Context: an optimization exercise on an open-source flow, tuned for small area. The choices shown serve that exercise and are no tape-out recipe. The RTL was checked by simulation tests, not by an equivalence proof against the original design. Power figures rest on the tool's default switching activity, not on a simulated workload.

== garnet ==
## wb_regfile
module wb_regfile #(
    parameter int DATA_W = 32,
    parameter int ADDR_W = 5,
    parameter int CNT_W  = 16
) (
    input  logic              clk,
    input  logic              rst,
    input  logic              we,
    input  logic [ADDR_W-1:0] waddr,
    input  logic [DATA_W-1:0] wdata,
    input  logic              re1,
    input  logic [ADDR_W-1:0] raddr1,
    output logic [DATA_W-1:0] rdata1,
    input  logic              re2,
    input  logic [ADDR_W-1:0] raddr2,
    output logic [DATA_W-1:0] rdata2,
    output logic              trace_valid,
    output logic [ADDR_W-1:0] trace_waddr,
    output logic [DATA_W-1:0] trace_wdata,
    output logic [CNT_W-1:0]  commit_cnt
);
For scale: roughly 1100 flip-flops, about 41000 um^2 of cells after synthesis.
clock: 8.0 ns
lec_check: 0
cap_margin: 20
core_margin: 2
core_utilization: 40
cts_buf_list: sky130_fd_sc_hd__clkbuf_4
cts_cluster_size: 20
slew_margin: 20
synth_hierarchical: 1
run.sh (not shown) runs the stock make flow with config.mk's settings and CLKGATE_MAP_FILE= SYNTH_SCRIPT=/design/flow/synth_recipe.tcl, a recipe that flattens the netlist after the stock synthesis.
Looking at the reports, garnet completed the entire flow and the layout it produced met the timing, design-rule and antenna checks.
Changes in onyx relative to garnet:
Settings: CTS_CLUSTER_SIZE removed (was 20); CTS_BUF_LIST removed (was sky130_fd_sc_hd__clkbuf_4).
==> flow/flow/run.sh (new file) <==
#!/bin/bash
# The standard ORFS layout (standard.sh, standard synthesis unchanged),
# with two changes to the steps after placement:
# - port buffers use the smallest buffer, sky130_fd_sc_hd__buf_1;
# - CTS uses clkbuf_8, clusters up to 16 flip-flops per leaf buffer within 80 um, and adds
#   no dummy loads.
# Each tool's full output is in the ORFS logs under orfs/logs/; make's own
# output is in standard_run.log.
set -euo pipefail
export CTS_ARGS="-sink_clustering_enable -repair_clock_nets -dont_use_dummy_load -sink_clustering_size 16 -sink_clustering_max_diameter 80 -buf_list sky130_fd_sc_hd__clkbuf_8"
export BUFFER_PORTS_ARGS="-buffer_cell sky130_fd_sc_hd__buf_1"
bash standard.sh > standard_run.log 2>&1
==> flow/standard.sh (new file) <==
#!/bin/bash
# synth_recipe.tcl (not shown) runs the flow's synth.tcl, then flattens the netlist and writes it again
# the make line also repeats each setting of config.mk as NAME=value (left out here)
make -C /OpenROAD-flow-scripts/flow DESIGN_CONFIG=/design/flow/config.mk WORK_HOME=/design/flow/orfs CLKGATE_MAP_FILE= SYNTH_SCRIPT=/design/flow/synth_recipe.tcl "${@:-finish}"
removed: flow/run.sh
Findings:
onyx finished end to end and its layout was clean on timing, DRC and antenna. The maximum number of buffers from clock root to sink of onyx falls short of that of garnet by 1. Looking at maximum fanout along the worst path, onyx sits 6.7% above garnet. Delta (onyx minus garnet): minimum clock period moved down; power went down by 17%; switching share of power went up; proportion of cell area occupied by multi-input gates +3.3 points; met2 usage in global routing saw a decrease. The via count reported for onyx is lower than the one for garnet. Compare garnet and onyx | design area lower: onyx.
--- input diff onyx..violet ---
==> flow/run.sh (new file) <==
#!/bin/bash
# synth_recipe.tcl (not shown) runs the flow's synth.tcl, then flattens the netlist and writes it again
# the make line also repeats each setting of config.mk as NAME=value (left out here)
make -C /OpenROAD-flow-scripts/flow DESIGN_CONFIG=/design/flow/config.mk WORK_HOME=/design/flow/orfs CLKGATE_MAP_FILE= SYNTH_SCRIPT=/design/flow/synth_recipe.tcl finish
removed: flow/flow/run.sh
removed: flow/standard.sh
==> comparison <==
Compared with onyx, violet shows share of the clock period used by the worst path higher by 9.3 points.
met2 global-route usage ends up lower on onyx.
When violet is set beside onyx, its final-layout fill cell count turns out to be 4.6% smaller.
Compared with onyx, violet shows measured slew at the worst slew-check pin lower by 13 ps.
Cell total after placement on violet is up relative to onyx.
violet vs onyx, total stage count of the critical path went down by 1.
| switching part of the total power | higher: onyx |
Summary: with onyx as the reference, wire length of the first global-routing pass in violet moved up slightly.
In violet, the total power came out about 24% above the value in onyx.
The higher global router's overall resource usage of onyx and violet is in violet.
violet has less setup slack than onyx.

## what the ideal ports hide
How much do the figures lean on ideal ports? The routed layouts below were timed once more, with nothing changed but the port constraints. Step 1 (the two cells are an assumption about what drives the block):
set clk [get_ports {clk}]
set_driving_cell -lib_cell sky130_fd_sc_hd__clkbuf_16 $clk
set_driving_cell -lib_cell sky130_fd_sc_hd__buf_2 [delete_from_list [all_inputs] $clk]
Step 2 times the ports against the registers' clock, not the clock port: input delays grow and output delays shrink by t, the midpoint of the rising clock arrivals with the driver on. Slacks: no drivers / after step 1 / after step 2; pairs: no drivers / after step 1.
| run | t, ns | setup slack, ns | worst slew at a driven data input, ns |
|---|---|---|---|
| garnet | 1.218 | 0.797 / 0.774 / 0.774 | 0.05 |
| onyx | 0.800 | 1.510 / 1.487 / 1.487 | 0.07 |
| violet | 0.774 | 0.764 / 0.741 / 0.741 | 0.05 |
After both steps every run listed still meets setup and hold.
